Source: an optimization exercise on an open RTL-to-GDS flow (aim: small area). Production flows keep margins and buffers that such runs may drop.
Function was checked by simulation only, so behaviour that the tests miss may differ from the original.
Power is estimated from default activity; no workload was simulated.

<file path="design/flow/design.v">
`default_nettype none
package cpu_types_pkg;
  typedef logic [31:0] word_t;
  localparam int BTB_ENTRIES_DEFAULT  = 16;
  localparam int BTB_CTR_BITS_DEFAULT = 2;
endpackage
`default_nettype wire
`default_nettype none
module sat_counter #(
  parameter int WIDTH = 2
) (
  input  wire logic             CLK,
  input  wire logic             RST,
  input  wire logic             inc,
  input  wire logic             dec,
  input  wire logic             load,
  input  wire logic [WIDTH-1:0] load_val,
  output logic      [WIDTH-1:0] count
);
  localparam logic [WIDTH-1:0] c_max = '1;
  localparam logic [WIDTH-1:0] c_one = WIDTH'(1);
  logic [WIDTH-1:0] r_count;
  always_ff @(posedge CLK) begin
    if (RST) begin
      r_count <= '0;
    end else if (load) begin
      r_count <= load_val;
    end else if (inc) begin
      if (r_count != c_max) r_count <= r_count + c_one;
    end else if (dec) begin
      if (r_count != '0) r_count <= r_count - c_one;
    end
  end
  assign count = r_count;
endmodule
`default_nettype wire
`default_nettype none
module bp_aoi222 (
  input  wire logic a1, a2, b1, b2, c1, c2,
  output logic      y
);
  assign y = ~((a1 & a2) | (b1 & b2) | (c1 & c2));
endmodule
module bp_nand2 (
  input  wire logic a, b,
  output logic      y
);
  assign y = ~(a & b);
endmodule
module bp_nand3 (
  input  wire logic a, b, c,
  output logic      y
);
  assign y = ~(a & b & c);
endmodule
module bp_nor2 (
  input  wire logic a, b,
  output logic      y
);
  assign y = ~(a | b);
endmodule
module bp_hold (
  input  wire logic q, wn, d, w,
  output logic      y
);
  assign y = (q & wn) | (d & w);
endmodule
module bp_rd16 (
  input  wire logic [15:0] s,
  input  wire logic [15:0] d,
  output logic             yn
);
  logic [5:0] t;
  logic       g0, g1;
  for (genvar j = 0; j < 5; j++) begin : g_aoi
    bp_aoi222 u_aoi (
      .a1(s[3*j]),   .a2(d[3*j]),
      .b1(s[3*j+1]), .b2(d[3*j+1]),
      .c1(s[3*j+2]), .c2(d[3*j+2]),
      .y (t[j])
    );
  end
  bp_nand2 u_n15 (.a(s[15]), .b(d[15]), .y(t[5]));
  bp_nand3 u_g0  (.a(t[0]), .b(t[1]), .c(t[2]), .y(g0));
  bp_nand3 u_g1  (.a(t[3]), .b(t[4]), .c(t[5]), .y(g1));
  bp_nor2  u_o   (.a(g0), .b(g1), .y(yn));
endmodule
module branch_predictor (
  input  wire logic        CLK,
  input  wire logic        RST,
  input  logic [31:0]      pc,
  output logic             hit,
  output logic             pred_taken,
  output logic [31:0]      pred_target,
  input  wire logic        upd_en,
  input  logic [31:0]      upd_pc,
  input  wire logic        upd_taken,
  input  logic [31:0]      upd_target,
  input  wire logic        flush_tbl,
  output logic             mispredict,
  output logic [31:0]      upd_cnt,
  output logic [31:0]      miss_cnt
);
  logic [15:0] r_valid;
  logic [25:0] r_tag [16];
  logic [29:0] r_tgt [16];
  logic [1:0]  r_ctr [16];
  logic [31:0] r_upd_cnt;
  logic [31:0] r_miss_cnt;
  logic [15:0] c_tag  [26];
  logic [15:0] c_tgt  [30];
  logic [15:0] c_ctr  [2];
  always_comb begin
    for (int i = 0; i < 16; i++) begin
      for (int k = 0; k < 26; k++) c_tag[k][i] = r_tag[i][k];
      for (int k = 0; k < 30; k++) c_tgt[k][i] = r_tgt[i][k];
      for (int k = 0; k < 2;  k++) c_ctr[k][i] = r_ctr[i][k];
    end
  end
  logic [15:0] l_sel;
  logic        l_valid_n, l_dir_n;
  logic [25:0] l_tag_n;
  logic [29:0] l_tgt_n;
  logic        l_hit, l_taken;
  assign l_sel = 16'b1 << pc[5:2];
  bp_rd16 u_l_valid (.s(l_sel), .d(r_valid),  .yn(l_valid_n));
  bp_rd16 u_l_dir   (.s(l_sel), .d(c_ctr[1]), .yn(l_dir_n));
  for (genvar k = 0; k < 26; k++) begin : g_l_tag
    bp_rd16 u_rd (.s(l_sel), .d(c_tag[k]), .yn(l_tag_n[k]));
  end
  for (genvar k = 0; k < 30; k++) begin : g_l_tgt
    bp_rd16 u_rd (.s(l_sel), .d(c_tgt[k]), .yn(l_tgt_n[k]));
  end
  assign l_hit   = !l_valid_n && (l_tag_n == ~pc[31:6]);
  assign l_taken = l_hit && !l_dir_n;
  assign hit         = l_hit;
  assign pred_taken  = l_taken;
  assign pred_target = l_taken ? {~l_tgt_n, 2'b00} : pc + 32'd4;
  logic [15:0] u_sel;
  logic        u_valid_n;
  logic [1:0]  u_ctr_n;
  logic [25:0] u_tag_n;
  logic [29:0] u_tgt_n;
  logic        u_hit, u_taken;
  logic [1:0]  u_ctr;
  assign u_sel = 16'b1 << upd_pc[5:2];
  bp_rd16 u_u_valid (.s(u_sel), .d(r_valid),  .yn(u_valid_n));
  bp_rd16 u_u_ctr1  (.s(u_sel), .d(c_ctr[1]), .yn(u_ctr_n[1]));
  bp_rd16 u_u_ctr0  (.s(u_sel), .d(c_ctr[0]), .yn(u_ctr_n[0]));
  for (genvar k = 0; k < 26; k++) begin : g_u_tag
    bp_rd16 u_rd (.s(u_sel), .d(c_tag[k]), .yn(u_tag_n[k]));
  end
  for (genvar k = 0; k < 30; k++) begin : g_u_tgt
    bp_rd16 u_rd (.s(u_sel), .d(c_tgt[k]), .yn(u_tgt_n[k]));
  end
  assign u_ctr   = ~u_ctr_n;
  assign u_hit   = !u_valid_n && (u_tag_n == ~upd_pc[31:6]);
  assign u_taken = u_hit && u_ctr[1];
  assign mispredict = upd_en &&
                      (u_taken ? (!upd_taken || (u_tgt_n != ~upd_target[31:2]) ||
                                  (upd_target[1:0] != 2'b00))
                               : upd_taken);
  logic [1:0] u_ctr_new;
  always_comb begin
    if (!u_hit)             u_ctr_new = 2'b10;
    else if (upd_taken)     u_ctr_new = (u_ctr == 2'b11) ? 2'b11 : u_ctr + 2'b01;
    else                    u_ctr_new = (u_ctr == 2'b00) ? 2'b00 : u_ctr - 2'b01;
  end
  logic [15:0] w_dat, w_dat_n, w_ctr, w_ctr_n;
  assign w_dat   = {16{upd_en & upd_taken}} & u_sel;
  assign w_dat_n = ~w_dat;
  assign w_ctr   = {16{upd_en & (u_hit | upd_taken)}} & u_sel;
  assign w_ctr_n = ~w_ctr;
  logic [25:0] d_tag [16];
  logic [29:0] d_tgt [16];
  logic [1:0]  d_ctr [16];
  for (genvar i = 0; i < 16; i++) begin : g_ent
    for (genvar k = 0; k < 26; k++) begin : g_tag
      bp_hold u_h (.q(r_tag[i][k]), .wn(w_dat_n[i]), .d(upd_pc[k+6]), .w(w_dat[i]),
                   .y(d_tag[i][k]));
    end
    for (genvar k = 0; k < 30; k++) begin : g_tgt
      bp_hold u_h (.q(r_tgt[i][k]), .wn(w_dat_n[i]), .d(upd_target[k+2]), .w(w_dat[i]),
                   .y(d_tgt[i][k]));
    end
    for (genvar k = 0; k < 2; k++) begin : g_ctr
      bp_hold u_h (.q(r_ctr[i][k]), .wn(w_ctr_n[i]), .d(u_ctr_new[k]), .w(w_ctr[i]),
                   .y(d_ctr[i][k]));
    end
  end
  always_ff @(posedge CLK) begin
    for (int i = 0; i < 16; i++) begin
      r_tag[i] <= d_tag[i];
      r_tgt[i] <= d_tgt[i];
      r_ctr[i] <= d_ctr[i];
    end
  end
  always_ff @(posedge CLK) begin
    for (int i = 0; i < 16; i++) begin
      if (RST || flush_tbl)
        r_valid[i] <= 1'b0;
      else if (w_dat[i])
        r_valid[i] <= 1'b1;
    end
  end
  always_ff @(posedge CLK) begin
    if (RST) begin
      r_upd_cnt  <= '0;
      r_miss_cnt <= '0;
    end else begin
      if (upd_en && (r_upd_cnt != '1))      r_upd_cnt  <= r_upd_cnt + 32'd1;
      if (mispredict && (r_miss_cnt != '1)) r_miss_cnt <= r_miss_cnt + 32'd1;
    end
  end
  assign upd_cnt  = r_upd_cnt;
  assign miss_cnt = r_miss_cnt;
endmodule
`default_nettype wire
</file>
<file path="design/flow/flow/run.sh">
#!/bin/bash
# Standard layout, with the port buffers made from the smallest plain buffer
# instead of the delay buffer the default choice picks.
set -euo pipefail
export BUFFER_PORTS_ARGS="-buffer_cell sky130_fd_sc_hd__buf_1"
bash standard.sh > standard.log 2>&1
</file>
<file path="design/flow/standard.sh">
#!/bin/bash
# synth_recipe.tcl (not shown) runs the flow's synth.tcl, then flattens the netlist and writes it again
# the make line also repeats each setting of config.mk as NAME=value (left out here)
make -C /OpenROAD-flow-scripts/flow DESIGN_CONFIG=/design/flow/config.mk WORK_HOME=/design/flow/orfs CLKGATE_MAP_FILE= SYNTH_SCRIPT=/design/flow/synth_recipe.tcl "${@:-finish}"
</file>
<file path="design/flow/config.mk">
export PLATFORM = sky130hd
export DESIGN_NAME = branch_predictor
export DESIGN_NICKNAME = branch_predictor
export VERILOG_FILES = /design/flow/design.v
export SDC_FILE = /design/flow/constraint.sdc
export NUM_CORES = 4
export LEC_CHECK = 0
export CAP_MARGIN = 0
export CORE_MARGIN = 2
export CORE_UTILIZATION = 55
export CTS_BUF_LIST = sky130_fd_sc_hd__clkbuf_8
export CTS_CLUSTER_DIAMETER = 50
export CTS_CLUSTER_SIZE = 16
export SETUP_SLACK_MARGIN = 0.3
export SLEW_MARGIN = 0
export SYNTH_HIERARCHICAL = 1
</file>
<file path="design/flow/constraint.sdc">
create_clock -name core_clock -period 8.0 [get_ports {CLK}]
set_input_delay 1.6000 -clock core_clock [delete_from_list [all_inputs] [get_ports {CLK}]]
set_output_delay 1.6000 -clock core_clock [all_outputs]
set_load 0.01 [all_outputs]
</file>
==> impl_summary.log, run 1 <==
INFO  metric synth-warning-count = 22
INFO  metric worst_pin_slew = roughly 1.2 ns
INFO  metric leading_cell_type_in_the_layout_fill_and_taps_excluded = dfxtp_1
INFO  metric fp.dieH = 276 um
INFO  metric grt.busiest_layer = met2
INFO  metric synthFlopType = dfxtp_1
INFO  metric timing.hold.worst_path_depth = 1
INFO  metric cts_sinks = a little over 1000
INFO  metric placement_rows = 99
INFO  metric worst_ir_drop_vdd = 0.204 mV
INFO  metric proportion_of_layout_cells_with_a_drive_suffix_above_1 = under 10%
INFO  metric postSynthNetCount = around 3800
INFO  metric routability_cong = roughly 0.95
INFO  metric via_density = 8.07
INFO  metric synth.ff_latch_count = ~1000
INFO  metric layoutNonFillerInstCount = 5191
INFO  metric core_region_area = roughly 73000 um2
INFO  metric grt_start_max_net_pins = 72
INFO  metric cts.path.max_buffers = 3
INFO  metric async_flop_share = 0%
INFO  metric critical_path.max_stage_delay = 0.44 ns
INFO  metric grt_util_met2 = around two thirds
INFO  metric clk-insertion-delay-late = approximately 0.8 ns
INFO  metric syn_area_per_cell = 10.9 um2
INFO  metric cp_slowest_cell = mux2i_2
INFO  metric yosys.cell_types.count = 41
INFO  metric unrepaired_setup_endpoints_after_global_routing = no
INFO  metric post-route-drc-count = 0
INFO  metric synth.yosys.seq_area_share = 49.7%
INFO  metric cts_hold_buffers_added = 0
INFO  metric grt_met3_use = 15.6%
INFO  metric setup_viol = 0
INFO  metric critPathMaxFanout = 38
INFO  metric die-area = 76000 um2
INFO  metric detailed_place_hpwl = between 100 and 150 mm
INFO  metric layout_common_cells = 1008 x dfxtp_1, 928 x a22o_1, 585 x a222oi_1, 279 x nand3_1, 196 x nor2_1
INFO  metric dieWidth = roughly 280 um
INFO  metric floorplan.initialDensity = ~56%
INFO  metric reg2reg_depth = 13
INFO  metric clk_pin_slew = ~0.07 ns
INFO  metric number_of_antenna_violations_at_the_first_check_in_global_routing = 12
INFO  metric post_synthesis_to_final_layout_area_growth = 13.9%
INFO  metric gr-usage-all-layers = a little under half
INFO  metric crit_path_required_time = around 6.4 ns
INFO  metric drt-pass1-iter-count = 12
INFO  metric cts-root-buf = clkbuf_8
INFO  metric overflow = 0
INFO  metric postSynthCellCount = about 3700
INFO  metric fin_crit_sh = between 90 and 100%
INFO  metric cp_data_arrival_time = 5.99 ns
INFO  metric count_of_flip_flops_with_a_built_in_enable_after_synthesis = 0
INFO  metric vias = around 42000
INFO  metric timing_max_transition_violations_final = 0
INFO  metric pin_count = 200
INFO  metric h-tree-depth = 3
INFO  metric wl_per_cell = 35.1 um
INFO  metric run_status = finished clean
INFO  metric synth.cell_area = between 40000 and 50000 um2
INFO  metric tritoncts = yes
INFO  metric crit_path_launch_type = primary input
INFO  metric slew-limit-headroom = about 18%
INFO  metric fin_nets = about 4200
INFO  metric global_route_wire_length_before_repair = between 200 and 300 mm
INFO  metric worstPathCellList = clkbuf_2 -> ha_1 -> ha_1 -> nor2b_4 -> buf_4 -> buf_4 -> a222oi_1 -> nand3_1 -> nor2_1 -> nor4_1 -> nand4_1 -> nor4_2 -> nor2b_4 -> buf_12 -> mux2i_2 -> buf_1
INFO  metric cts_made_buffers = ~100
INFO  metric post-cts-setup-buffer-count = 0
INFO  metric placed_cells = ~5000
INFO  metric totalNegativeSetupSlack = 0 ns
INFO  metric critical_path_startpoint = pc[2]
INFO  metric leakagePower = 0.0176 uW
INFO  metric finClkSkew = ~0.045 ns
INFO  metric report.final.hold_viol_count = 0
INFO  metric crit-reg2reg-launch = r_tag[3][25]
INFO  metric criticalPathCategory = in2out
INFO  metric drt_wl_total = between 150 and 200 mm
INFO  metric max_cap_violations = 0
INFO  metric hp-start = r_ctr[5][0]
INFO  metric max_freq = 132 MHz
INFO  metric port_buffers = approximately 200
INFO  metric grt_util_met1 = between 50% and 60%
INFO  metric period_needed = between 7 and 8 ns
INFO  metric antenna_violating_nets_post_route = 0
INFO  metric detail_route.iter0.violations = between 9000 and 10000
INFO  metric power-per-cell-area = 268 nW/um2
INFO  metric vias_in_the_first_global_route = approximately 40000
INFO  metric worst_hold_path_type = reg2reg
INFO  metric cp-end-kind = primary output
## routing by layer
| layer | vias up | wire length (um) |
|---|---|---|
| met5 | - | 178 |
| met4 | 10 | 13900 |
| met3 | 951 | 28300 |
| met2 | 3871 | 74900 |
| met1 | 20100 | 64900 |
| li1 | 16900 | - |
## per-stage QoR
step	setup WS, ns	power (uW)	hold slack [ns]	area [um2]	utilization, %
after floorplan	1.01	7850	0.455	40600	-
after global placement	0.445	8420	0.467	43800	60.0
after detailed placement	0.387	8570	0.473	43800	60.0
after CTS	0.345	12300	0.495	46200	63.3
after global routing	0.413	12800	0.510	46200	63.4
final	0.405	12400	0.494	46200	63.4
## path summary, 6_finish.rpt
check                   end  slack, ns
min             r_ctr[5][0]       0.49
max reg2reg  r_miss_cnt[20]       3.81
min reg2reg     r_ctr[5][0]       0.49
max          pred_target[7]       0.41
## report_power, final
part,switching [uW],internal (uW)
Sequential,730,5930
Combinational,880,1030
Clock,2070,1750
Total,3680,8710
## registers in the layout, indices dropped and copies added (netlist names)
register and cells:
r_valid 16, r_ctr 32, r_upd_cnt 32, r_miss_cnt 32, r_tag 416, r_tgt 480
## Yosys stat by module (local to each module, per instance), a selection
module	copies in the design	cells inside
bp_hold	928	1
bp_nand3	234	1
bp_nand2	117	1
bp_nor2	117	1
bp_aoi222	585	1
branch_predictor	1	1739
## cells by family after synthesis
logic type	after synthesis	synth area share, %
compound gates	1616	36.0
xor+xnor	138	2.98
fa+ha+maj	9	0.271
buf+inv	99	1.02
flops	1008	49.7
mux	13	0.339
simple gates	837	9.70
## final cells by class
cell class | count | area [um2]
fill | 5945 | 26700
multi-input combinational | 2613 | 20200
sequential | 1008 | 20200
timing repair buffer | 345 | 1940
clock buffer | 116 | 1600
tap | 959 | 1200
clock inverter | 74 | 816
inverter | 65 | 284
antenna | 11 | 27.5
## critical path, delay by kind of cell
| family | cells | cell delay, ns |
|---|---|---|
| mux | 1 | 0.44 |
| compound gates | 1 | 0.15 |
| simple gates | 7 | 1.76 |
| fa+ha+maj | 2 | 0.46 |
| buf+inv | 5 | 1.53 |
## cell usage after synthesis, drive strengths merged (4+ instances only)
cell | number | area, um2
and4 | 4 | 35.0
or4 | 21 | 158
nand4 | 31 | 194
nand3 | 279 | 1400
or3 | 7 | 43.8
dfxtp | 1008 | 20200
and3 | 23 | 144
nor4 | 25 | 163
xor2 | 46 | 403
nand2 | 198 | 743
buf | 16 | 104
a22o | 928 | 8130
mux2 | 6 | 67.6
inv | 65 | 244
mux2i | 7 | 70.1
a222oi | 585 | 5860
a21oi | 53 | 265
nor2b | 16 | 100
ha | 8 | 100
clkbuf | 18 | 67.6
o21ai | 10 | 50.1
and2 | 17 | 106
xnor2 | 92 | 806
o31ai | 19 | 143
nor3 | 15 | 85.1
o21a | 17 | 128
nor2 | 197 | 739
## timing repair
action	4_1_cts	5_1_grt
hold endpoints to repair	0	0
resized for setup	0	6
setup endpoints to repair	0	30
==> inputs of run 2 (changes only) <==
--- a/design/flow/config.mk
+++ b/design/flow/config.mk
@@ -8,9 +8,8 @@
 export CAP_MARGIN = 0
 export CORE_MARGIN = 2
 export CORE_UTILIZATION = 55
-export CTS_BUF_LIST = sky130_fd_sc_hd__clkbuf_8
-export CTS_CLUSTER_DIAMETER = 50
-export CTS_CLUSTER_SIZE = 16
+export CTS_CLUSTER_DIAMETER = 70
+export CTS_CLUSTER_SIZE = 36
 export SETUP_SLACK_MARGIN = 0.3
 export SLEW_MARGIN = 0
 export SYNTH_HIERARCHICAL = 1
==> run 2 against run 1 <==
  * Flip-flop and latch count unchanged
  * Final cell count down 2.0%
  * Clock skew up 0.0051 ns
  * Critical endpoint is now mispredict
  * Largest power group unchanged
==> impl_summary.log, run 2 <==
INFO  metric timing.hold.worst_path_depth = 1 (unchanged)
INFO  metric synth.most_common_cell = dfxtp_1
INFO  metric port_buffers = 197 (unchanged)
INFO  metric synth-warning-count = 22 (unchanged)
INFO  metric stdcell_area = 45600 um2 (-1.3%)
INFO  metric cts_hold_buffers_added = 0 (unchanged)
INFO  metric h-tree-depth = 2 (-1)
INFO  metric via_density = 8.18 (+1.3%)
INFO  metric criticalPathCategory = in2out
INFO  metric detailed_place_hpwl = 106 mm (unchanged)
INFO  metric gr-usage-all-layers = 45.5% (-0.46 points)
INFO  metric max_cap_violations = 0 (unchanged)
INFO  metric clk_pin_slew = 0.10 ns (+0.03 ns)
INFO  metric setup_viol = 0 (unchanged)
INFO  metric count_of_flip_flops_with_a_built_in_enable_after_synthesis = 0 (unchanged)
INFO  metric layoutNonFillerInstCount = 5088 (-2.0%)
INFO  metric totalNegativeSetupSlack = 0 ns (unchanged)
INFO  metric r2r_end = r_miss_cnt[20]
INFO  metric clk-insertion-delay-late = 0.69 ns (-0.11 ns)
INFO  metric die-area = 76000 um2 (unchanged)
INFO  metric max_freq = 132 MHz (about the same)
INFO  metric global_route_wire_length_before_repair = 259 mm (-0.82%)
INFO  metric cp-end-kind = primary output
INFO  metric number_of_antenna_violations_at_the_first_check_in_global_routing = 9 (-3)
INFO  metric overflow = 0 (unchanged)
INFO  metric routability_cong = 0.951 (unchanged)
INFO  metric report.final.hold_viol_count = 0 (unchanged)
INFO  metric crit_path_required_time = 6.40 ns (about the same)
INFO  metric placed_cells = 4990 (unchanged)
INFO  metric finClkSkew = 0.0497 ns (+0.00506 ns)
INFO  metric detail_route.iter0.violations = 9073 (-2.0%)
INFO  metric worst_slack = 0.403 ns (-0.00222 ns)
INFO  metric fin_nets = 4191 (-1.3%)
INFO  metric cp.depth = 15 (-1)
INFO  metric leading_cell_type_in_the_layout_fill_and_taps_excluded = dfxtp_1
INFO  metric worst_pin_slew = 1.24 ns (-0.000319 ns)
INFO  metric yosys.cell_types.count = 41 (unchanged)
INFO  metric critPathTopFamily = simple AND/OR/NAND/NOR gates
INFO  metric async_flop_share = 0% (unchanged)
INFO  metric crit_path_launch_type = primary input
INFO  metric cts-root-buf = clkbuf_16
INFO  metric run_status = finished clean
INFO  metric hp-start = r_ctr[2][0]
INFO  metric worst_ir_drop_vdd = 0.313 mV (+53%)
INFO  metric cts_made_buffers = 49 (-52%)
INFO  metric cp_data_arrival_time = 6.00 ns (about the same)
INFO  metric placement.cell_area = 43800 um2 (unchanged)
INFO  metric vias_in_the_first_global_route = 39600 (-1.2%)
INFO  metric pin_count = 200 (unchanged)
INFO  metric syn_area_per_cell = 10.9 um2 (unchanged)
INFO  metric cp_slowest_cell = nor4_1
INFO  metric dieWidth = 276 um (unchanged)
INFO  metric synth.cell_area = 40600 um2 (unchanged)
INFO  metric layout_top_registers = r_tgt x480, r_tag x416
INFO  metric timing.hold.worst_endpoint = r_ctr[2][0]
INFO  metric period_needed = 7.60 ns (+0.00222 ns)
INFO  metric post-route-drc-count = 0 (unchanged)
INFO  metric cts.path.max_buffers = 3 (unchanged)
INFO  metric postSynthNetCount = 3829 (unchanged)
INFO  metric post_synthesis_to_final_layout_area_growth = 12.4%
INFO  metric core_region_area = 73000 um2 (unchanged)
INFO  metric synthFlopType = dfxtp_1
INFO  metric placement.setup.worst_slack = 0.387 ns (unchanged)
INFO  metric fill_cells = 5951 (+0.10%)
INFO  metric synth.ff_latch_count = 1008 (unchanged)
INFO  metric critical_path.max_stage_delay = 0.60 ns (+0.16 ns)
INFO  metric drt_wl_total = 181 mm (-0.43%)
INFO  metric largest_register = r_tgt
INFO  metric drt-pass1-iter-count = 11 (-1)
INFO  metric placement_rows = 99 (unchanged)
INFO  metric wl_per_cell = 35.6 um (+1.6%)
INFO  metric leakagePower = 0.0173 uW (-2.0%)
INFO  metric cts_sinks = 1008 (unchanged)
INFO  metric ys_top_cells_by_count = 1008 x dfxtp_1, 928 x a22o_1, 585 x a222oi_1
INFO  metric tritoncts = yes
INFO  metric timing.critical_path.buf_inv = 5 (unchanged)
INFO  metric unrepaired_setup_endpoints_after_global_routing = no
INFO  metric worst_hold_path_type = reg2reg
INFO  metric synth_top_cell_area_share = 49.7% (unchanged)
INFO  metric floorplan.initialDensity = 55.6% (unchanged)
INFO  metric worstPathCellList = buf_1 -> nor2b_1 -> nand2_1 -> clkinv_2 -> buf_4 -> a222oi_1 -> nand3_1 -> nor2_1 -> xnor2_1 -> nor4_1 -> nand4_1 -> nor4_1 -> a31o_2 -> inv_2 -> buf_1
INFO  metric synth.top_cells.by_area = dfxtp_1 50%, a22o_1 20%, a222oi_1 14%
INFO  metric synth.yosys.seq_area_share = 49.7% (unchanged)
INFO  metric worst-r2r-setup-slack = 3.87 ns (+0.06 ns)
INFO  metric slew-limit-headroom = 17.6% (+0.021 points)
INFO  metric layout_common_cells = 1008 x dfxtp_1, 928 x a22o_1, 585 x a222oi_1, 279 x nand3_1, 196 x nor2_1
INFO  metric timing_max_transition_violations_final = 0 (unchanged)
INFO  metric antenna_violating_nets_post_route = 0 (unchanged)
INFO  metric reg2reg_depth = 13 (unchanged)
INFO  metric grt_start_max_net_pins = 72 (unchanged)
INFO  metric proportion_of_layout_cells_with_a_drive_suffix_above_1 = 7.77% (-2.0 points)
INFO  metric critPathMaxFanout = 21 (-45%)
INFO  metric cell_taking_the_most_area_after_synthesis = dfxtp_1
INFO  metric critical_path_startpoint = upd_pc[3]
INFO  metric final_util = 62.6% (-0.82 points)
INFO  metric postSynthCellCount = 3720 (unchanged)
INFO  metric fin_crit_sh = 95.0% (about the same)
INFO  metric crit-reg2reg-launch = r_tag[9][25]
INFO  metric fp.dieH = 276 um (unchanged)
INFO  metric largest_reg_flops = 480 (unchanged)
INFO  metric power-per-cell-area = 260 nW/um2 (-3.0%)
INFO  metric vias = 41600 (-0.67%)
run 2: cell counts after synthesis:
No cell type changed its count.
run 2: report_power, final:
part | switching [uW] | internal, uW
Clock | 1950 | 1330
Sequential | 730 | 5930
Combinational | 883 | 1030
Total | 3570 | 8290
run 2: modules after synthesis (local to each module, per instance), a selection:
| module | cells inside | cell area [um2] | copies in the design |
|---|---|---|---|
| branch_predictor | 1739 | 24600 | 1 |
| bp_nand3 | 1 | 5.00 | 234 |
| bp_aoi222 | 1 | 10.0 | 585 |
| bp_nor2 | 1 | 3.75 | 117 |
| bp_hold | 1 | 8.76 | 928 |
| bp_nand2 | 1 | 3.75 | 117 |
run 2: per-layer routing:
layer	up-vias	routed length (um)	GRT usage, %
li1	16800	-	-
met4	6	13400	28.8
met5	-	37	0.251
met1	20100	64200	57.8
met2	3828	74600	66.3
met3	904	29100	15.1
run 2: what timing repair did:
action	CTS	global route
resized for setup	0	6
buffers inserted	0	0
setup endpoints to repair	0	30
run 2: worst max-delay path by stage:
stage                 endpoint
2_1_floorplan  pred_target[18]
3_3_place_gp    pred_target[7]
3_5_place_dp    pred_target[7]
4_1_cts         pred_target[7]
5_1_grt         pred_target[7]
6_report            mispredict
run 2: layout make-up:
class	count	area [um2]	area share (%)
multi-input cells	2613	20200	44.2
flip-flops and latches	1008	20200	44.2
repair buffers	345	1940	4.26
clock buffers	52	1280	2.80
well taps	959	1200	2.63
clock inverters	38	541	1.18
inverters	65	284	0.622
diodes	8	20.0	0.0439
run 2: kinds of logic after synthesis:
group           after synthesis  share of synthesized area [%]
mux                          13                          0.339
buf+inv                      99                           1.02
simple gates                837                           9.70
xor+xnor                    138                           2.98
compound gates             1616                           36.0
flops                      1008                           49.7
fa+ha+maj                     9                          0.271
run 2: metrics by stage:
step	hold slack (ns)	power, uW
after global routing	0.516	12200
after global placement	0.467	8420
after floorplan	0.455	7850
after CTS	0.500	11700
after detailed placement	0.473	8570
final	0.504	11900
==> inputs of run 3 (changes only) <==
==> design/flow/flow/run.sh (replaced) <==
#!/bin/bash
# Standard layout, with two changes: the port buffers are made from the
# smallest plain buffer instead of the delay buffer the default choice picks,
# and after global routing's repair the paths with spare slack are sized down.
set -euo pipefail
export BUFFER_PORTS_ARGS="-buffer_cell sky130_fd_sc_hd__buf_1"
export RECOVER_POWER=100
bash standard.sh > standard.log 2>&1
--- a/design/flow/config.mk
+++ b/design/flow/config.mk
@@ -8,8 +8,8 @@
 export CAP_MARGIN = 0
 export CORE_MARGIN = 2
 export CORE_UTILIZATION = 55
-export CTS_CLUSTER_DIAMETER = 70
-export CTS_CLUSTER_SIZE = 36
+export CTS_CLUSTER_DIAMETER = 80
+export CTS_CLUSTER_SIZE = 30
 export SETUP_SLACK_MARGIN = 0.3
 export SLEW_MARGIN = 0
 export SYNTH_HIERARCHICAL = 1
==> run 3 against run 2 <==
  * Now fails the layout checks on max-capacitance violations, max-slew violations, negative setup slack
  * Via count about the same
  * Synthesized cell count unchanged
  * Critical path depth down 6
  * Non-clock buffer count unchanged
  * Final cell count down 0.26%
  * Wire length up 0.11%
  * Die area unchanged
  * Register-to-register slack worse by 1.1 ns
  * First-iteration DRC count up 2.3%
  * Flip-flop and latch count unchanged
  * Critical path type is now in2reg
  * Critical endpoint is now r_tgt[2][23]
  * Largest cell class is now registers
  * Largest power group unchanged
  * Highest routed layer unchanged
==> impl_summary.log, run 3 <==
INFO  metric clk-insertion-delay-late = 0.66 ns (-0.03 ns)
INFO  metric cp_slowest_cell = nand2_1
INFO  metric max_cap_violations = 30 (+30)
INFO  metric worst_ir_drop_vdd = 0.267 mV (-15%)
INFO  metric largest_reg_flops = 480 (unchanged)
INFO  metric postSynthNetCount = 3829 (unchanged)
INFO  metric cts_sinks = 1008 (unchanged)
INFO  metric cell_taking_the_most_area_after_synthesis = dfxtp_1
INFO  metric post-cts-setup-buffer-count = 0 (unchanged)
INFO  metric pin_count = 200 (unchanged)
INFO  metric synth.ff_latch_count = 1008 (unchanged)
INFO  metric async_flop_share = 0% (unchanged)
INFO  metric area_taken_by_flip_flops_and_latches = 20200 um2 (unchanged)
INFO  metric layout_top_registers = r_tgt x480, r_tag x416
INFO  metric stdcell_area = 45100 um2 (-1.1%)
INFO  metric fin_crit_sh = 103% (+8.3 points)
INFO  metric tritoncts = yes
INFO  metric post-route-drc-count = 0 (unchanged)
INFO  metric timing.critical_path.buf_inv = 5 (unchanged)
INFO  metric synth.cell_area = 40600 um2 (unchanged)
INFO  metric dieWidth = 276 um (unchanged)
INFO  metric synth-warning-count = 22 (unchanged)
INFO  metric final_util = 61.9% (-0.68 points)
INFO  metric critical_path.max_stage_delay = 2.61 ns (+2.01 ns)
INFO  metric global_route_wire_length_before_repair = 259 mm (+0.17%)
INFO  metric placement_rows = 99 (unchanged)
INFO  metric unrepaired_setup_endpoints_after_global_routing = no
INFO  metric crit_path_launch_type = primary input
INFO  metric layout_checks_that_failed = max-capacitance violations, max-slew violations, negative setup slack
INFO  metric critPathMaxFanout = 57 (+170%)
INFO  metric h-tree-depth = 2 (unchanged)
INFO  metric number_of_antenna_violations_at_the_first_check_in_global_routing = 11 (+2)
INFO  metric yosys.cell_types.count = 41 (unchanged)
INFO  metric count_of_flip_flops_with_a_built_in_enable_after_synthesis = 0 (unchanged)
INFO  metric placement.cell_area = 43800 um2 (unchanged)
INFO  metric switchingPower = 3380 uW (-5.1%)
INFO  metric gr-usage-all-layers = 45.6% (+0.11 points)
INFO  metric post_synthesis_to_final_layout_area_growth = 11.2%
INFO  metric proportion_of_layout_cells_with_a_drive_suffix_above_1 = 6.79% (-0.97 points)
INFO  metric comb_power_share = 16.6% (+0.5 points)
INFO  metric leading_cell_type_in_the_layout_fill_and_taps_excluded = dfxtp_1
INFO  metric max_freq = 121 MHz (-8.0%)
INFO  metric largest_register = r_tgt
INFO  metric synthFlopType = dfxtp_1
INFO  metric timing.hold.worst_endpoint = r_ctr[7][0]
INFO  metric power-per-cell-area = 256 nW/um2 (-1.5%)
INFO  metric routability_cong = 0.951 (unchanged)
INFO  metric port_buffers = 197 (unchanged)
INFO  metric core_region_area = 73000 um2 (unchanged)
INFO  metric ys_top_cells_by_count = 1008 x dfxtp_1, 928 x a22o_1, 585 x a222oi_1
INFO  metric run_status = finished with violations
INFO  metric wl_per_cell = 35.8 um (+0.37%)
INFO  metric synth.yosys.seq_area_share = 49.7% (unchanged)
INFO  metric antenna_violating_nets_post_route = 0 (unchanged)
INFO  metric vias = 41600 (+0.0072%)
INFO  metric slew-limit-headroom = -214% (-230 points)
INFO  metric fill_cells = 6034 (+1.4%)
INFO  metric critPathTopFamily = buffers and inverters
INFO  metric report.final.hold_viol_count = 0 (unchanged)
INFO  metric cp-end-kind = flip-flop
INFO  metric worst_hold_path_type = reg2reg
INFO  metric criticalPathCategory = in2reg
INFO  metric drt_wl_total = 182 mm (+0.11%)
INFO  metric die-area = 76000 um2 (unchanged)
INFO  metric swShare = 29.3% (-0.79 points)
INFO  metric floorplan.initialDensity = 55.6% (unchanged)
INFO  metric worst_slack = -0.257 ns (-0.660 ns)
INFO  metric cts_hold_buffers_added = 0 (unchanged)
INFO  metric setup_viol = 210 (+210)
INFO  metric synth.most_common_cell = dfxtp_1
INFO  metric timing.hold.worst_path_depth = 1 (unchanged)
INFO  metric leakagePower = 0.0169 uW (-2.4%)
INFO  metric worst-r2r-setup-slack = 2.80 ns (-1.07 ns)
INFO  metric overflow = 0 (unchanged)
INFO  metric drt-pass1-iter-count = 11 (unchanged)
INFO  metric hp-start = r_ctr[7][0]
INFO  metric period_needed = 8.26 ns (+0.660 ns)
INFO  metric vias_in_the_first_global_route = 39700 (+0.23%)
INFO  metric total_power = 11600 uW (-2.6%)
INFO  metric detail_route.iter0.violations = 9282 (+2.3%)
INFO  metric cts.path.max_buffers = 3 (unchanged)
INFO  metric syn_area_per_cell = 10.9 um2 (unchanged)
INFO  metric cts_made_buffers = 45 (-8.2%)
INFO  metric postSynthCellCount = 3720 (unchanged)
INFO  metric fin_nets = 4187 (-0.095%)
INFO  metric crit-reg2reg-launch = r_tag[3][25]
INFO  metric via_density = 8.20 (+0.26%)
INFO  metric reg2reg_depth = 13 (unchanged)
INFO  metric synth_top_cell_area_share = 49.7% (unchanged)
INFO  metric detailed_place_hpwl = 106 mm (unchanged)
INFO  metric worstPathCellList = clkbuf_1 -> nor2b_1 -> nand2_1 -> inv_2 -> clkbuf_2 -> nand2_1 -> clkinv_2 -> clkbuf_2 -> a22o_1
INFO  metric crit_path_required_time = 8.56 ns (+2.16 ns)
INFO  metric finClkSkew = 0.0360 ns (-0.0137 ns)
INFO  metric p_int = 8170 uW (-1.5%)
INFO  metric multi_input_comb_area = 20100 um2 (-0.45%)
INFO  metric power.share.clock = 25.8% (-1.9 points)
INFO  metric fp.dieH = 276 um (unchanged)
INFO  metric cts_resized = 0 (unchanged)
INFO  metric timing_max_transition_violations_final = 1365 (+1365)
INFO  metric synth.top_cells.by_area = dfxtp_1 50%, a22o_1 20%, a222oi_1 14%
INFO  metric cts-root-buf = clkbuf_16
INFO  metric grt_start_max_net_pins = 72 (unchanged)
INFO  metric r2r_end = r_miss_cnt[20]
INFO  metric layout_common_cells = 1008 x dfxtp_1, 928 x a22o_1, 585 x a222oi_1, 279 x nand3_1, 197 x nor2_1
INFO  metric hold_ws = 0.500 ns (-0.00334 ns)
INFO  metric worst_pin_slew = 4.71 ns (+3.47 ns)
INFO  metric power.share.sequential = 57.6% (+1.5 points)
INFO  metric cp_data_arrival_time = 8.82 ns (+2.82 ns)
INFO  metric clk_pin_slew = 0.10 ns (about the same)
==> run 3: how the worst max path moves through the flow <==
stage               startpoint               to  cells past startpoint
finish               upd_pc[3]     r_tgt[2][23]                      9
global route         upd_pc[4]     r_tgt[4][23]                     10
CTS                      pc[2]   pred_target[7]                     15
detailed placement       pc[2]   pred_target[7]                     15
global placement         pc[2]   pred_target[7]                     15
floorplan                pc[4]  pred_target[18]                     16
==> run 3: cell type report <==
type,count,area share [%]
Clock inverter,25,0.651
Tap cell,959,2.66
Multi-Input combinational cell,2613,44.5
Antenna cell,8,0.0443
Inverter,65,0.624
Timing Repair Buffer,345,4.13
Clock buffer,52,2.67
Sequential cell,1008,44.7
==> run 3: per-layer routing <==
layer  up-vias  share of wire, %  GRT usage [%]
li1      16800                 -              -
met1     20000                35           57.2
met2      3872                41           66.4
met3       932                16           15.7
met4        10               7.5           29.8
met5         -             0.040          0.877
==> run 3: power by group through the flow <==
stage | logic (uW) | clock network [uW] | registers (uW)
global route | 2010 | 3130 | 6750
floorplan | 1310 | 0 | 6530
finish | 1910 | 2980 | 6660
global placement | 1780 | 0 | 6640
CTS | 1850 | 2970 | 6610
detailed placement | 1850 | 0 | 6720
==> run 3: logic make-up after synthesis <==
kind of cell	synth area share, %
buf+inv	1.02
compound gates	36.0
fa+ha+maj	0.271
xor+xnor	2.98
simple gates	9.70
mux	0.339
flops	49.7
==> run 3: per-module statistics from Yosys, one instance, submodules excluded, excerpt <==
module / cells / flops+latches / times used
bp_nand3: 1 / 0 / 234
bp_nand2: 1 / 0 / 117
bp_nor2: 1 / 0 / 117
bp_aoi222: 1 / 0 / 585
branch_predictor: 1739 / 1008 / 1
bp_hold: 1 / 0 / 928
==> run 3: metrics by stage <==
step / std cells / setup TNS (ns) / worst slack (ns)
5_1_grt: 5072 / 0 / 0.184
3_3_place_gp: 4990 / 0 / 0.445
4_1_cts: 5067 / 0 / 0.329
3_5_place_dp: 4990 / 0 / 0.387
6_report: 5075 / -21.35 / -0.257
2_1_floorplan: 3720 / 0 / 1.01
==> inputs of run 4 (changes only) <==
--- a/design/flow/design.v
+++ b/design/flow/design.v
@@ -65,6 +65,25 @@
 );
   assign y = (q & wn) | (d & w);
 endmodule
+module bp_ha (
+  input  wire logic a, b,
+  output logic      s, c
+);
+  assign s = a ^ b;
+  assign c = a & b;
+endmodule
+module bp_and2 (
+  input  wire logic a, b,
+  output logic      y
+);
+  assign y = a & b;
+endmodule
+module bp_xnor2 (
+  input  wire logic a, b,
+  output logic      y
+);
+  assign y = ~(a ^ b);
+endmodule
 module bp_rd16 (
   input  wire logic [15:0] s,
   input  wire logic [15:0] d,
@@ -203,13 +222,29 @@
         r_valid[i] <= 1'b1;
     end
   end
+  logic [32:0] uc_c;
+  logic [31:0] uc_s;
+  assign uc_c[0] = upd_en & ~(&r_upd_cnt);
+  for (genvar k = 0; k < 32; k++) begin : g_uc
+    bp_ha u_ha (.a(r_upd_cnt[k]), .b(uc_c[k]), .s(uc_s[k]), .c(uc_c[k+1]));
+  end
+  logic [32:0] mc_p;
+  logic [31:0] mc_t, mc_x;
+  assign mc_p[0] = ~(&r_miss_cnt);
+  for (genvar k = 0; k < 32; k++) begin : g_mc
+    if (k < 31) begin : g_p
+      bp_and2 u_p (.a(mc_p[k]), .b(r_miss_cnt[k]), .y(mc_p[k+1]));
+    end
+    bp_nand2 u_t (.a(mispredict), .b(mc_p[k]), .y(mc_t[k]));
+    bp_xnor2 u_x (.a(r_miss_cnt[k]), .b(mc_t[k]), .y(mc_x[k]));
+  end
   always_ff @(posedge CLK) begin
     if (RST) begin
       r_upd_cnt  <= '0;
       r_miss_cnt <= '0;
     end else begin
-      if (upd_en && (r_upd_cnt != '1))      r_upd_cnt  <= r_upd_cnt + 32'd1;
-      if (mispredict && (r_miss_cnt != '1)) r_miss_cnt <= r_miss_cnt + 32'd1;
+      r_upd_cnt  <= uc_s;
+      r_miss_cnt <= mc_x;
     end
   end
   assign upd_cnt  = r_upd_cnt;
==> design/flow/flow/run.sh (replaced) <==
#!/bin/bash
# Standard layout, with the port buffers made from the smallest plain buffer
# instead of the delay buffer the default choice picks.
set -euo pipefail
export BUFFER_PORTS_ARGS="-buffer_cell sky130_fd_sc_hd__buf_1"
bash standard.sh > standard.log 2>&1
==> run 4 against run 3 <==
  * Now clean on timing, DRC and antenna
  * Critical path depth is 6 higher
  * First-iteration DRC count is 4.4% higher
  * Die area is 0.30% lower
==> impl_summary.log, run 4 <==
INFO  metric fin_nets = 4119 (-1.6%)
INFO  metric detail_route.iter0.violations = 9689 (+4.4%)
INFO  metric timing.hold.worst_endpoint = r_valid[15]
INFO  metric largest_register = r_tgt
INFO  metric tritoncts = yes
INFO  metric synth.top_cells.by_area = dfxtp_1 50%, a22o_1 20%, a222oi_1 14%
INFO  metric cts_hold_buffers_added = 0 (unchanged)
INFO  metric cell_taking_the_most_area_after_synthesis = dfxtp_1
INFO  metric via_density = 8.22 (+0.24%)
INFO  metric global_route_wire_length_before_repair = 258 mm (-0.65%)
INFO  metric cts-root-buf = clkbuf_16
INFO  metric routability_cong = 0.957 (+0.67%)
INFO  metric count_of_flip_flops_with_a_built_in_enable_after_synthesis = 0 (unchanged)
INFO  metric proportion_of_layout_cells_with_a_drive_suffix_above_1 = 7.91% (+1.1 points)
INFO  metric synth.yosys.seq_area_share = 49.9% (+0.16 points)
INFO  metric synth-warning-count = 22 (unchanged)
INFO  metric layout_top_registers = r_tgt x480, r_tag x416
INFO  metric post-route-drc-count = 0 (unchanged)
INFO  metric ys_top_cells_by_count = 1008 x dfxtp_1, 928 x a22o_1, 585 x a222oi_1
INFO  metric postSynthNetCount = 3733 (-2.5%)
INFO  metric cp_slowest_cell = nor3_1
INFO  metric placed_cells = 4881 (-2.2%)
INFO  metric leading_cell_type_in_the_layout_fill_and_taps_excluded = dfxtp_1
INFO  metric clk_pin_slew = 0.09 ns (about the same)
INFO  metric crit_path_launch_type = primary input
INFO  metric vias = 40900 (-1.7%)
INFO  metric grt_start_max_net_pins = 66 (-8.3%)
INFO  metric leakagePower = 0.0173 uW (+2.8%)
INFO  metric synth_top_cell_area_share = 49.9% (+0.16 points)
INFO  metric postSynthCellCount = 3594 (-3.4%)
INFO  metric dieWidth = 275 um (-0.15%)
INFO  metric unrepaired_setup_endpoints_after_global_routing = no
INFO  metric power-per-cell-area = 252 nW/um2 (-1.7%)
INFO  metric worst-r2r-setup-slack = 0.76 ns (-2.04 ns)
INFO  metric fin_crit_sh = 96.5% (-6.7 points)
INFO  metric finClkSkew = 0.0445 ns (+0.00852 ns)
INFO  metric antenna_violating_nets_post_route = 0 (unchanged)
INFO  metric gr-usage-all-layers = 45.6% (about the same)
INFO  metric cp-end-kind = primary output
INFO  metric placement_rows = 99 (unchanged)
INFO  metric run_status = finished clean
INFO  metric crit_path_required_time = 6.40 ns (-2.16 ns)
INFO  metric reg2reg_depth = 36 (+23)
INFO  metric vias_in_the_first_global_route = 39200 (-1.3%)
INFO  metric layoutNonFillerInstCount = 4975 (-2.0%)
INFO  metric synth.most_common_cell = dfxtp_1
INFO  metric async_flop_share = 0% (unchanged)
INFO  metric post_synthesis_to_final_layout_area_growth = 13.1%
INFO  metric yosys.cell_types.count = 34 (-17%)
INFO  metric number_of_antenna_violations_at_the_first_check_in_global_routing = 14 (+3)
INFO  metric synthFlopType = dfxtp_1
INFO  metric syn_area_per_cell = 11.3 um2 (+3.2%)
INFO  metric cts.path.max_buffers = 3 (unchanged)
INFO  metric cp_data_arrival_time = 6.12 ns (-2.70 ns)
INFO  metric port_buffers = 197 (unchanged)
INFO  metric placement.setup.worst_slack = -0.0726 ns (-0.459 ns)
INFO  metric max_freq = 130 MHz (+7.0%)
INFO  metric worst_ir_drop_vdd = 0.233 mV (-13%)
INFO  metric max_cap_violations = 0 (-100%)
INFO  metric report.final.hold_viol_count = 0 (unchanged)
INFO  metric fp.dieH = 275 um (-0.15%)
INFO  metric overflow = 0 (unchanged)
INFO  metric worstPathCellList = buf_1 -> inv_1 -> ha_1 -> and2_4 -> buf_4 -> a222oi_1 -> nand3_1 -> nor2_1 -> xnor2_1 -> nor3_1 -> nand3_1 -> nor3_4 -> buf_12 -> mux2i_1 -> buf_1
INFO  metric h-tree-depth = 2 (unchanged)
INFO  metric setup_viol = 0 (-100%)
INFO  metric timing.hold.worst_path_depth = 1 (unchanged)
INFO  metric hp-start = r_valid[15]
INFO  metric period_needed = 7.72 ns (-0.538 ns)
INFO  metric floorplan.initialDensity = 55.5% (-0.17 points)
INFO  metric core_region_area = 73000 um2 (unchanged)
INFO  metric drt-pass1-iter-count = 14 (+3)
INFO  metric criticalPathCategory = in2out
INFO  metric pin_count = 200 (unchanged)
INFO  metric timing_max_transition_violations_final = 0 (-100%)
INFO  metric critical_path.max_stage_delay = 0.58 ns (-2.03 ns)
INFO  metric wl_per_cell = 36.3 um (+1.4%)
INFO  metric clk-insertion-delay-late = 0.67 ns (about the same)
INFO  metric slew-limit-headroom = 12.5% (+230 points)
INFO  metric die-area = 75800 um2 (-0.30%)
INFO  metric worst_hold_path_type = reg2reg
INFO  metric layout_common_cells = 1008 x dfxtp_1, 928 x a22o_1, 585 x a222oi_1, 263 x nand3_1, 196 x buf_1
INFO  metric synth.cell_area = 40500 um2 (-0.31%)
INFO  metric worst_pin_slew = 1.30 ns (-3.41 ns)
INFO  metric worst_slack = 0.281 ns (+0.538 ns)
INFO  metric drt_wl_total = 181 mm (-0.59%)
INFO  metric largest_reg_flops = 480 (unchanged)
INFO  metric r2r_end = r_upd_cnt[31]
INFO  metric detailed_place_hpwl = 104 mm (-1.5%)
INFO  metric cts_sinks = 1008 (unchanged)
INFO  metric cts_made_buffers = 45 (unchanged)
INFO  metric crit-reg2reg-launch = r_upd_cnt[23]
INFO  metric synth.ff_latch_count = 1008 (unchanged)
INFO  metric critPathMaxFanout = 33 (-42%)
==> run 4: cell count changes in the layout (fill, tap and decap cells not counted), moves of 21 or more <==
cell	delta
nor2_1	-70
a21oi_1	-53
nor2b_1	+52
and2_1	+29
ha_1	+28
inv_1	-28
nand2_1	-26
xnor2_1	+25
buf_12	+24
mux2i_1	+24
xor2_1	-22
clkbuf_1	-21
==> run 4: Yosys stat by module, one instance, submodules excluded, a selection <==
| module | flip-flops and latches | cell area (um2) |
|---|---|---|
| branch_predictor | 1008 | 23400 |
| bp_ha | 0 | 12.5 |
| bp_aoi222 | 0 | 10.0 |
| bp_hold | 0 | 8.76 |
| bp_xnor2 | 0 | 8.76 |
| bp_and2 | 0 | 6.26 |
| bp_nand3 | 0 | 5.00 |
| bp_nand2 | 0 | 3.75 |
| bp_nor2 | 0 | 3.75 |
==> run 4: kinds of logic after synthesis <==
family,Yosys count,share of synthesized area (%)
AOI/OAI and AO/OA,1533,34.9
DFF,1008,49.9
and+or+nand+nor,796,9.67
xor gates and xnor gates,141,3.05
buffers and inverters,47,0.538
adders and majority gates,39,1.20
muxes,30,0.742
==> run 4: what timing repair did <==
item	4_1_cts	5_1_grt
endpoints found under the setup margin	0	2
buffers inserted	0	11
resized for setup	0	4
==> run 4: per-layer routing <==
metal / routed length [um] / global-route usage [%]
met4: 13100 / 28.7
met3: 29800 / 15.2
met1: 63500 / 58.7
met2: 73800 / 65.6
met5: 189 / 0.940
==> run 4: metrics by stage <==
stage	cell area [um2]	TNS [ns]	total power (uW)	util, %	hold slack (ns)
2_1_floorplan	40500	0	7860	-	0.455
3_3_place_gp	44200	-0.125	8430	60.5	0.465
3_5_place_dp	44200	-0.0726	8580	60.5	0.474
4_1_cts	45600	0	11400	62.6	0.501
5_1_grt	45800	0	11900	62.7	0.512
6_report	45800	0	11500	62.7	0.500
==> run 4: worst max-delay path by stage <==
stage / start / endpoint
after global routing: upd_en / r_upd_cnt[31]
after global placement: upd_en / r_upd_cnt[31]
after CTS: upd_pc[4] / mispredict
after floorplan: upd_pc[2] / mispredict
after detailed placement: upd_en / r_upd_cnt[31]
final: pc[2] / pred_target[16]
==> run 4: where the power goes <==
group / internal, uW / leakage (uW) / switching (uW)
Sequential: 5930 / 0.00837 / 733
Clock: 1180 / 0.000707 / 1740
Combinational: 1050 / 0.00825 / 878
==> run 4: layout make-up <==
type,count,area (um2)
Timing Repair Buffer,364,2380
Antenna cell,9,22.5
Sequential cell,1008,20200
Inverter,22,100
Multi-Input combinational cell,2539,20400
Fill cell,5933,27200
Clock buffer,50,1170
Tap cell,959,1200
Clock inverter,24,294
==> run 4: worst max-delay path, delay by kind of cell <==
kind / cells / cell delay [ns]
XOR/XNOR: 1 / 0.13
AND/OR/NAND/NOR: 6 / 1.91
multiplexers: 1 / 0.54
buffers and inverters: 5 / 1.24
adder cells (fa/ha/maj): 1 / 0.27
AO/OA/AOI/OAI: 1 / 0.38

[static timing again, ports no longer ideal]
No port has a modelled driver above. Below, the same layouts with a new extraction and two added sets of constraints. Step 1 assumes that a clkbuf_16 drives the clock port and a buf_2 every other input. Step 2 adds t to the input delays and takes it off the output delays; t is the mean of the earliest and latest rising clock arrival at the registers after step 1. Input paths then give back, and output paths get back, about the clock's delay inside the block. a / b / c = ideal / step 1 / step 2; a / b = the first two.
run | t (ns) | setup slack, ns | worst setup path after step 2
run 1 | 0.849 | 0.405 / 0.343 / 0.343 | input to output
run 2 | 0.739 | 0.403 / 0.300 / 0.300 | input to output
run 3 | 0.722 | -0.257 / -0.283 / -1.005 | input to register
run 4 | 0.710 | 0.281 / 0.248 / -0.082 | input to register
Met with ideal ports but missed after step 2: setup timing in run 4. The setup slack of run 3, which loses most, moves by -0.026 ns with the drivers and by -0.748 ns with both steps.
